Source: an optimization exercise on an open RTL-to-GDS flow (aim: small area, a short achievable clock period and few clock cycles per item). Production flows keep margins and buffers that such runs may drop. In this exercise RTL edits were held to simulation tests only and were not proved equivalent to the original. Power figures rest on the tool's default switching activity, not on a simulated workload.

===== flow/config.mk =====
export PLATFORM = sky130hd
export DESIGN_NAME = data_mem_ctrl
export DESIGN_NICKNAME = data_mem_ctrl
export VERILOG_FILES = /design/flow/design.v
export SDC_FILE = /design/flow/constraint.sdc
export NUM_CORES = 4
export LEC_CHECK = 0
export CAP_MARGIN = 20
export CORE_MARGIN = 2
export CORE_UTILIZATION = 40
export SLEW_MARGIN = 20

===== flow/constraint.sdc =====
create_clock -name core_clock -period 4.0 [get_ports {CLK}]
set_input_delay 0.8000 -clock core_clock [delete_from_list [all_inputs] [get_ports {CLK}]]
set_output_delay 0.8000 -clock core_clock [all_outputs]
set_load 0.01 [all_outputs]

===== flow/design.v =====
package data_mem_pkg;
  typedef enum logic [1:0] {S_IDLE, S_WAIT, S_DONE} state_t;
  localparam logic SZ_BYTE  = 1'b0;
  localparam logic SZ_WORD  = 1'b1;
  localparam logic RW_READ  = 1'b0;
  localparam logic RW_WRITE = 1'b1;
  localparam int   CNT_W    = 4;
endpackage
module dm_ram #(
  parameter int WORDS = 64,
  parameter int AW    = 6
) (
  input  logic          i_clk,
  input  logic [3:0]    i_we,
  input  logic          i_re,
  input  logic [AW-1:0] i_addr,
  input  logic [31:0]   i_wdata,
  output logic [31:0]   o_rdata
);
  logic [31:0] r_mem [WORDS];
  always_ff @(posedge i_clk) begin
    for (int b = 0; b < 4; b++)
      if (i_we[b]) r_mem[i_addr][8*b +: 8] <= i_wdata[8*b +: 8];
    if (i_re) o_rdata <= r_mem[i_addr];
  end
endmodule
module data_mem_ctrl #(
  parameter int DEPTH_BYTES = 256,
  parameter int WAIT_STATES = 1
) (
  input  logic        CLK,
  input  logic        CLR,
  input  logic        enable_i,
  input  logic        rw_i,
  input  logic        size_i,
  input  logic        load_i,
  input  logic [31:0] addr_i,
  input  logic [31:0] wdata_i,
  output logic [31:0] rdata_o,
  output logic        load_o,
  output logic        stall_o,
  output logic        done_o
  ,
  output logic        fault_o
);
  localparam int ADDR_W = $clog2(DEPTH_BYTES);
  localparam int WA_W   = (ADDR_W > 2) ? ADDR_W - 2 : 1;
  data_mem_pkg::state_t r_state, w_next;
  logic [ADDR_W-1:0] r_eff;
  logic [31:0] r_wdata, r_rdata, w_q, w_rd, w_wdata;
  logic [data_mem_pkg::CNT_W-1:0] r_cnt;
  logic r_rw, r_size, r_load, w_acc, w_fault, w_unused;
  logic [3:0] w_lanes;
  logic [WA_W-1:0] w_widx;
  assign w_unused = ^addr_i[31:ADDR_W];
  assign w_fault = r_size == data_mem_pkg::SZ_WORD && r_eff[1:0] != 2'b00;
  assign fault_o = r_state == data_mem_pkg::S_DONE && w_fault;
  assign w_acc   = r_state == data_mem_pkg::S_WAIT && r_cnt == '0;
  assign w_widx  = WA_W'(r_eff >> 2);
  assign w_lanes = r_size == data_mem_pkg::SZ_WORD ? 4'hF : 4'b1000 >> r_eff[1:0];
  assign w_wdata = r_size == data_mem_pkg::SZ_WORD ? r_wdata : {4{r_wdata[7:0]}};
  assign w_rd    = w_fault ? 32'h0 : r_size == data_mem_pkg::SZ_WORD ? w_q : {24'h0, 8'(w_q >> {~r_eff[1:0], 3'b000})};
  assign rdata_o = (r_state == data_mem_pkg::S_DONE && (r_rw == data_mem_pkg::RW_READ || w_fault)) ? w_rd : r_rdata;
  dm_ram #(.WORDS(DEPTH_BYTES / 4), .AW(WA_W)) u_ram (
    .i_clk  (CLK),
    .i_we   ((w_acc && r_rw == data_mem_pkg::RW_WRITE && !w_fault) ? w_lanes : 4'h0),
    .i_re   (w_acc && r_rw == data_mem_pkg::RW_READ),
    .i_addr (w_widx),
    .i_wdata(w_wdata),
    .o_rdata(w_q)
  );
  always_ff @(posedge CLK) begin
    if (CLR) begin
      r_state <= data_mem_pkg::S_IDLE;
      r_cnt   <= '0;
      r_rdata <= '0;
      r_eff   <= '0;
      r_wdata <= '0;
      r_rw    <= 1'b0;
      r_size  <= 1'b0;
      r_load  <= 1'b0;
    end else begin
      r_state <= w_next;
      r_rdata <= rdata_o;
      if (r_state == data_mem_pkg::S_IDLE && enable_i) begin
        r_eff   <= addr_i[ADDR_W-1:0];
        r_wdata <= wdata_i;
        r_rw    <= rw_i;
        r_size  <= size_i;
        r_load  <= load_i;
        r_cnt   <= data_mem_pkg::CNT_W'(WAIT_STATES);
      end else if (r_state == data_mem_pkg::S_WAIT && r_cnt != '0) begin
        r_cnt <= r_cnt - 1'b1;
      end
    end
  end
  always_comb begin
    w_next  = r_state == data_mem_pkg::S_IDLE ? (enable_i ? data_mem_pkg::S_WAIT : data_mem_pkg::S_IDLE) : r_state == data_mem_pkg::S_WAIT ? (r_cnt == '0 ? data_mem_pkg::S_DONE : data_mem_pkg::S_WAIT) : data_mem_pkg::S_IDLE;
    stall_o = r_state == data_mem_pkg::S_IDLE ? enable_i : r_state == data_mem_pkg::S_WAIT;
    done_o  = r_state == data_mem_pkg::S_DONE;
    load_o  = r_state == data_mem_pkg::S_DONE && r_load;
  end
endmodule

===== flow/run.sh =====
#!/bin/bash
# synth_recipe.tcl (not shown) runs the flow's synth.tcl, then flattens the netlist and writes it again
# the make line also repeats each setting of config.mk as NAME=value (left out here)
make -C /OpenROAD-flow-scripts/flow DESIGN_CONFIG=/design/flow/config.mk WORK_HOME=/design/flow/orfs CLKGATE_MAP_FILE= SYNTH_SCRIPT=/design/flow/synth_recipe.tcl finish

==> impl_metrics.json <==
{
  "hold_start": "r_load$_SDFFE_PP0P_",
  "final_area_mm2": 0.0962,
  "drv_slew": 0,
  "cts_hold_buf": 0,
  "grt_util_all_layers_pct": 24.3,
  "period_minus_slack_ns": 3.80,
  "core_area_mm2": 0.204,
  "placed_cell_area_mm2": 0.0892,
  "tns_ns": 0,
  "antenna_found_initial": 11,
  "routed_wl_um": 261000,
  "p_int_uw": 37300,
  "maxSlewHeadroom_pct": 20.6,
  "rows": 166,
  "synthArstFlopShare_pct": 0,
  "r2r_start": "r_eff[5]$_SDFFE_PP0P_",
  "ctsHtreeMaxLevel": 4,
  "utilization_pct": 47.1,
  "synth_area_mm2": 0.0819,
  "nFillCells": 17363,
  "seq_area_frac_synth_pct": 78.2,
  "grt_start_max_net_pins": 69,
  "dp_hpwl_um": 167000,
  "netlist_instances": 5000,
  "grt_pass1_vias": 48781,
  "drc": 0,
  "drtIter0Drc": 8315,
  "grt_pass1_wl_um": 363000,
  "yosys_most_used_dff": "edfxtp_1",
  "finalSetupViolations": 0,
  "fin_crit_sh_pct": 95.1,
  "cts-root-buf": "clkbuf_16",
  "gr-total-overflow": 0,
  "routed_via_density": 6.12,
  "crit_path_end": "rdata_o[1]",
  "start_util_pct": 40.1,
  "drive_above_1_share_pct": 18.5,
  "gp_congestion": 0.894,
  "pre_cts_slack_ns": 0.530,
  "cp.required_ns": 3.20,
  "skew_ns": 0.0641,
  "status": "finished clean",
  "final_nets": 5531,
  "hold_viol": 0,
  "startpoint_type": "flop",
  "fmax_mhz": 263,
  "wl_per_cell_um": 31.3,
  "worst_slew_pin_slew_ns": 1.19,
  "cts_setup_buffers": 0,
  "layout_setup_ws_ns": 0.197,
  "area_growth_pct": 17.4,
  "synth_cell_types": 58,
  "leakage_uw": 0.0314,
  "ys_top_cells_by_area": "edfxtp_1 76%, a221oi_1 4.1%, a22oi_1 3.8%",
  "combPwrFrac_pct": 7.2,
  "r2r_setup_slack_ns": 0.37,
  "p_seq_share_pct": 51.8,
  "place_inst": 7936,
  "clk_pin_slew_ns": 0.06,
  "reg2reg_to": "u_ram.o_rdata[10]$_DFFE_PP_",
  "vias": 50981,
  "die-area_mm2": 0.208,
  "crit_arrival_ns": 3.00,
  "synth_top_area_share_pct": 76.2,
  "syn-mean-instance-area_um2": 16.4,
  "cap_violations": 0,
  "cts_tree": "built",
  "die_h_um": 457,
  "cp_max_fo": 9,
  "r2r_cells": 7,
  "ir_worst_vdd_mv": 0.530,
  "dr.pass1.iters": 8,
  "port_buffers": 81,
  "switchingPower_uw": 11400,
  "die_w_um": 457,
  "fin_cells": 8326,
  "path_class": "flop to output port",
  "ant_nets": 0,
  "synth_edf_count": 2080,
  "synthesis.nets": 5072,
  "rsz0062_at_grt": "false",
  "cts_sinks": 2161,
  "clk_path_buf_depth": 3,
  "cts-buffers-inserted": 208,
  "ios": 106,
  "hold_class": "flop to flop",
  "clkLatencyLatePin_ns": 0.88,
  "worst_setup_path_end_kind": "output port",
  "synth_area_leader_cell": "edfxtp_1",
  "critPathLaunch": "r_eff[1]$_SDFFE_PP0P_",
  "power_density_mw_per_mm2": 506,
  "yosysWarningCount": 2,
  "p_sw_share_pct": 23.3,
  "clock_power_share_pct": 41.1,
  "ys_ff_latch": 2161
}
kinds of logic after synthesis:
logic type,after synthesis,share of synthesized area (%)
AND/OR/NAND/NOR,939,4.96
AO/OA/AOI/OAI,1343,12.4
XOR/XNOR,5,0.0534
flip-flops,2161,78.2
adder cells (fa/ha/maj),2,0.0305
buffers and inverters,398,2.07
multiplexers,152,2.26
placed cells by master, fill, tap and decap left out, types with 40 or more instances in the layout:
cell / Yosys / routed
dfxtp_1: 81 / 68
clkdlybuf4s50_1: 0 / 80
edfxtp_1: 2080 / 2080
clkbuf_16: 0 / 210
buf_4: 10 / 532
nand2_1: 297 / 272
nor2_1: 409 / 399
mux2i_1: 77 / 77
a21oi_1: 102 / 102
o21ai_0: 99 / 99
mux2_2: 54 / 54
a222oi_1: 53 / 53
a221oi_1: 381 / 381
o22ai_1: 169 / 169
nor3_1: 41 / 40
a22oi_1: 414 / 414
clkinv_1: 0 / 40
registers in the layout, indices dropped and copies added, names as in the netlist:
register,flops
r_cnt,4
u_ram.r_mem,2048
r_size,1
r_load,1
r_state,2
u_ram.o_rdata,32
r_rdata,32
r_wdata,32
r_eff,8
r_rw,1
how the worst min path moves through the flow:
stage / endpoint / cells past startpoint
final: r_load$_SDFFE_PP0P_ / 2
after global routing: r_wdata[8]$_SDFFE_PP0P_ / 3
after floorplan: r_load$_SDFFE_PP0P_ / 2
after detailed placement: r_load$_SDFFE_PP0P_ / 2
after CTS: r_wdata[8]$_SDFFE_PP0P_ / 3
after global placement: r_load$_SDFFE_PP0P_ / 2
repair_timing:
item / CTS / global route
endpoints found under the setup margin: 3 / 4
gates resized for setup: 2 / 1
endpoints found under the hold margin: 0 / 0
gates cloned: 0 / 0
synth_stat cells (41+ instances only):
| master | number |
|---|---|
| a222oi_1 | 53 |
| mux2_2 | 54 |
| buf_2 | 78 |
| nor2_1 | 409 |
| clkbuf_1 | 250 |
| nor3_1 | 41 |
| nand2_1 | 297 |
| buf_1 | 45 |
| mux2i_1 | 77 |
| o21ai_0 | 99 |
| nor2b_1 | 41 |
| a22oi_1 | 414 |
| o22ai_1 | 169 |
| dfxtp_1 | 81 |
| edfxtp_1 | 2080 |
| a221oi_1 | 381 |
| a21oi_1 | 102 |
through the flow:
step                total power, µW  hold WS, ns
global placement              29000        0.446
finish                        48600        0.453
floorplan                     27400        0.432
CTS                           48700        0.418
detailed placement            29100        0.448
global route                  49800        0.451
layout make-up:
class | instances | area (µm²) | area share, %
multi-input combinational | 2441 | 16400 | 17.1
tap | 2688 | 3360 | 3.49
inverter | 6 | 26.3 | 0.0273
antenna | 6 | 15.0 | 0.0156
clock buffer | 248 | 5430 | 5.64
sequential | 2161 | 64100 | 66.6
timing repair buffer | 641 | 5360 | 5.57
clock inverter | 135 | 1530 | 1.59
worst max-delay path, stage by stage, from the launching register on:
cell and delay, ns:
dfxtp_1 0.53, buf_4 0.28, mux2i_1 0.31, nor2_1 0.07
a21oi_1 0.14, o21ai_0 0.10, a22o_1 0.23, clkdlybuf4s50_1 0.48
power groups by stage:
stage,clock [µW],sequential (µW),combinational (µW)
global placement,0,25700,3360
detailed placement,0,25700,3410
CTS,20100,25200,3420
global route,21000,25200,3630
floorplan,0,25600,1750
finish,20000,25200,3490
metal layers:
metal / share of wire, % / track usage [%] / up-vias
met5: 0.038 / 0 / -
met4: 4.8 / 10.4 / 16
met3: 11 / 5.94 / 501
met2: 45 / 37.1 / 3214
met1: 39 / 33.2 / 25894
li1: - / - / 21356
Testbench counts, summed over its fixed seeds: cycles 19,200, items 4,800.

[re-timing with driven ports]
How much do the figures lean on ideal ports? The routed layout below was timed once more, with nothing changed but the port constraints. Step 1: set_driving_cell puts a clkbuf_16 on CLK and a buf_2 on each other input, an assumption about the parent block. Step 2 also shifts input and output timing later by t, the mid clock arrival at the registers, as if the neighbouring blocks saw the same clock. a / b / c = ideal ports / drivers / drivers and shift; a / b = the first two.
t (ns): 0.941
setup slack, ns: 0.197 / 0.109 / 0.370
worst setup path after step 2: register to register
After both steps this run still meets setup and hold. For this run, drivers alone change the setup slack by -0.088 ns; drivers and shift together by +0.173 ns.
